What follows belongs to an exercise in optimizing a design on an open flow for small area, a short achievable clock period and few clock cycles per item; a production flow would make more cautious choices.
In this exercise RTL edits were held to simulation tests only and were not proved equivalent to the original.
Power is estimated from default activity; no workload was simulated.

Design fltr_sched, start of the top module:
module fltr_sched #(
   parameter int unsigned NCH  = 4,
   parameter int unsigned TAPS = 4,
   parameter int unsigned DW   = 16,
   parameter int unsigned CW   = 16,
   parameter int unsigned OW   = 32
) (
   input  logic                     clk,
   input  logic                     rst_n,
   input  logic [NCH-1:0]           req_vld,
   input  logic [NCH*DW-1:0]        req_data,
   output logic [NCH-1:0]           req_rdy,
   input  logic                     cfg_we,
   input  logic [$clog2(TAPS)-1:0]  cfg_addr,
   input  logic [CW-1:0]            cfg_coef,
   output logic                     cfg_busy,
   output logic                     out_vld,
   input  logic                     out_rdy,
   output logic [$clog2(NCH)-1:0]   out_ch,
   output logic [OW-1:0]            out_data
);
Size in the first run: ~3200 cells after synthesis, about 430 flip-flops, about 130 I/O pins.
==> flow/config.mk <==
export PLATFORM = sky130hd
export DESIGN_NAME = fltr_sched
export DESIGN_NICKNAME = fltr_sched
export VERILOG_FILES = /design/flow/design.v
export SDC_FILE = /design/flow/constraint.sdc
export NUM_CORES = 4
export LEC_CHECK = 0
export CAP_MARGIN = 20
export CORE_MARGIN = 2
export CORE_UTILIZATION = 60
export SLEW_MARGIN = 20
export SYNTH_HIERARCHICAL = 1
export SYNTH_MINIMUM_KEEP_SIZE = 0
==> flow/constraint.sdc <==
create_clock -name core_clock -period 11.0 [get_ports {clk}]
set_input_delay 2.2000 -clock core_clock [delete_from_list [all_inputs] [get_ports {clk}]]
set_output_delay 2.2000 -clock core_clock [all_outputs]
set_load 0.01 [all_outputs]
standard.sh (not shown) runs the stock make flow with config.mk's settings and CLKGATE_MAP_FILE= SYNTH_SCRIPT=/design/flow/synth_recipe.tcl, a recipe that flattens the netlist after the stock synthesis.
==> flow/flow/run.sh <==
#!/bin/bash
# Standard synthesis (bash standard.sh synth) and the standard layout, with a larger
# setup slack margin for ORFS's repair_timing steps so the layout is optimised beyond the
# 11 ns constraint. Logs: synth.log, layout.log (ORFS's per-step logs are under orfs/logs).
set -uo pipefail
MARGIN=6.0
bash standard.sh synth > synth.log 2>&1 || { tail -50 synth.log; exit 1; }
bash standard.sh SETUP_SLACK_MARGIN=$MARGIN "BUFFER_PORTS_ARGS=-buffer_cell sky130_fd_sc_hd__buf_4" REMOVE_ABC_BUFFERS=1 finish > layout.log 2>&1 || { tail -50 layout.log; exit 1; }
Testbench counts at the start, summed over its fixed seeds: cycles 2,064, items 2,048.
Then changed:
--- a/flow/flow/run.sh
+++ b/flow/flow/run.sh
@@ -8 +8 @@
-bash standard.sh SETUP_SLACK_MARGIN=$MARGIN "BUFFER_PORTS_ARGS=-buffer_cell sky130_fd_sc_hd__buf_4" REMOVE_ABC_BUFFERS=1 finish > layout.log 2>&1 || { tail -50 layout.log; exit 1; }
+bash standard.sh SETUP_SLACK_MARGIN=$MARGIN  finish > layout.log 2>&1 || { tail -50 layout.log; exit 1; }
Settings changed: CORE_UTILIZATION 60 to 40.
- The new run completed with no timing, DRC or antenna violations
- cell count came out higher by 11%
- worst setup slack is worse by 0.050 ns
- non-clock buffer count rises by 39
- synthesized cell count does not change

* * *

== run A ==
Another version of the RTL of fltr_sched (not shown whole).
Size: about 3400 cells after synthesis, ~130 I/O pins, roughly 40000 um2 of cells after synthesis.
Settings: LEC_CHECK=0, CAP_MARGIN=20, CORE_MARGIN=2, CORE_UTILIZATION=60, CTS_CLUSTER_DIAMETER=100, CTS_CLUSTER_SIZE=24, SLEW_MARGIN=20, SYNTH_HIERARCHICAL=1, SYNTH_MINIMUM_KEEP_SIZE=0, TNS_END_PERCENT=15; clock period 11.0 ns.
==> flow/flow/run.sh <==
#!/bin/bash
# Standard synthesis (bash standard.sh synth) and the standard layout, with a larger
# setup slack margin for ORFS's repair_timing steps so the layout is optimised beyond the
# 11 ns constraint. Logs: synth.log, layout.log (ORFS's per-step logs are under orfs/logs).
set -uo pipefail
MARGIN=6.3
bash standard.sh synth > synth.log 2>&1 || { tail -50 synth.log; exit 1; }
bash standard.sh SETUP_SLACK_MARGIN=$MARGIN "BUFFER_PORTS_ARGS=-buffer_cell sky130_fd_sc_hd__buf_4" REMOVE_ABC_BUFFERS=1 finish > layout.log 2>&1 || { tail -50 layout.log; exit 1; }
In summary, run A completed successfully, with a layout that passed the timing, DRC and antenna checks.
Testbench counts of run A, summed over its fixed seeds: cycles 2,064, items 2,048.
--- input diff run A..run B ---
- TNS_END_PERCENT changed from 15 to 5
--- a/flow/flow/run.sh
+++ b/flow/flow/run.sh
@@ -5,3 +5,3 @@
 set -uo pipefail
-MARGIN=6.3
+MARGIN=6.0
 bash standard.sh synth > synth.log 2>&1 || { tail -50 synth.log; exit 1; }
==> comparison <==
Run B ended up with fewer standard cells than run A.
As of run B, power had fallen by a few percent compared to run A.
Re share of the cycle needed by the critical path after routing: run B and run A aren't equal, and the lower value belongs to run B.
Comparing run B and run A, the lower initial antenna violation count was measured on run A.
Cell area (run B vs. run A) decreases by a few percent
Relative area of clock buffers and inverters in the final design of run A is on par with run B.
Footprint of the flip-flops and latches: run B < run A
Of the two candidates, run A has the worse global-route wire length before repair and run B the better one.
## Diff of input files: run C against run B
--- a/flow/flow/run.sh
+++ b/flow/flow/run.sh
@@ -5,3 +5,3 @@
 set -uo pipefail
-MARGIN=6.0
+MARGIN=5.75
 bash standard.sh synth > synth.log 2>&1 || { tail -50 synth.log; exit 1; }
==> comparison <==
Sum of routed wire length over all layers (higher): run B
Run B has higher global-route wire length before repair than run C.
Re core box area: no difference whatsoever between run B and run C.
Row post-cts gate resize count: run C lower / run B higher
Relative to run B, portion of total power attributed to the clock network increased by 0.3 points in run C.
Relative to run B, total power decreased by 3.2% in run C.
Looking at met2 demand-to-capacity share in global routing, run C sits 1.2 points below run B.
Per the comparison of run C with run B, ratio of final minimum period to clock period saw an increase; minimum clock period after layout saw an increase; highest net fanout along the worst path saw an increase; utilization saw a decrease.

## separate check: timing with driven ports
Ports are ideal in the flow. The routed layouts listed here were re-timed in OpenROAD. Step 1, drivers: a clkbuf_16 drives clk and a buf_2 each remaining input, both assumed. Step 2, shift: input delay + t, output delay - t, t = (earliest + latest rising clock arrival at the registers) / 2. This alone moves slack from input paths to output paths. Three values: no drivers, after step 1, after step 2; two values: the first two.
run	t (ns)	slack for setup (ns)	hold slack, ns	worst setup path after step 2	clock arrival spread, ns
the first run of note 1	0.671	5.159 / 5.093 / 5.658	0.422 / 0.422 / 0.422	input to output	0.042 / 0.042
the second run of note 1	0.689	5.109 / 5.039 / 5.618	0.423 / 0.423 / 0.423	input to output	0.040 / 0.040
run A	0.672	5.805 / 5.744 / 5.910	0.434 / 0.434 / 0.434	input to output	0.051 / 0.052
run B	0.675	5.879 / 5.813 / 5.904	0.433 / 0.433 / 0.433	register to register	0.048 / 0.048
run C	0.673	5.712 / 5.712 / 5.712	0.433 / 0.433 / 0.433	register to register	0.046 / 0.046
After both steps every run listed still meets setup and hold.
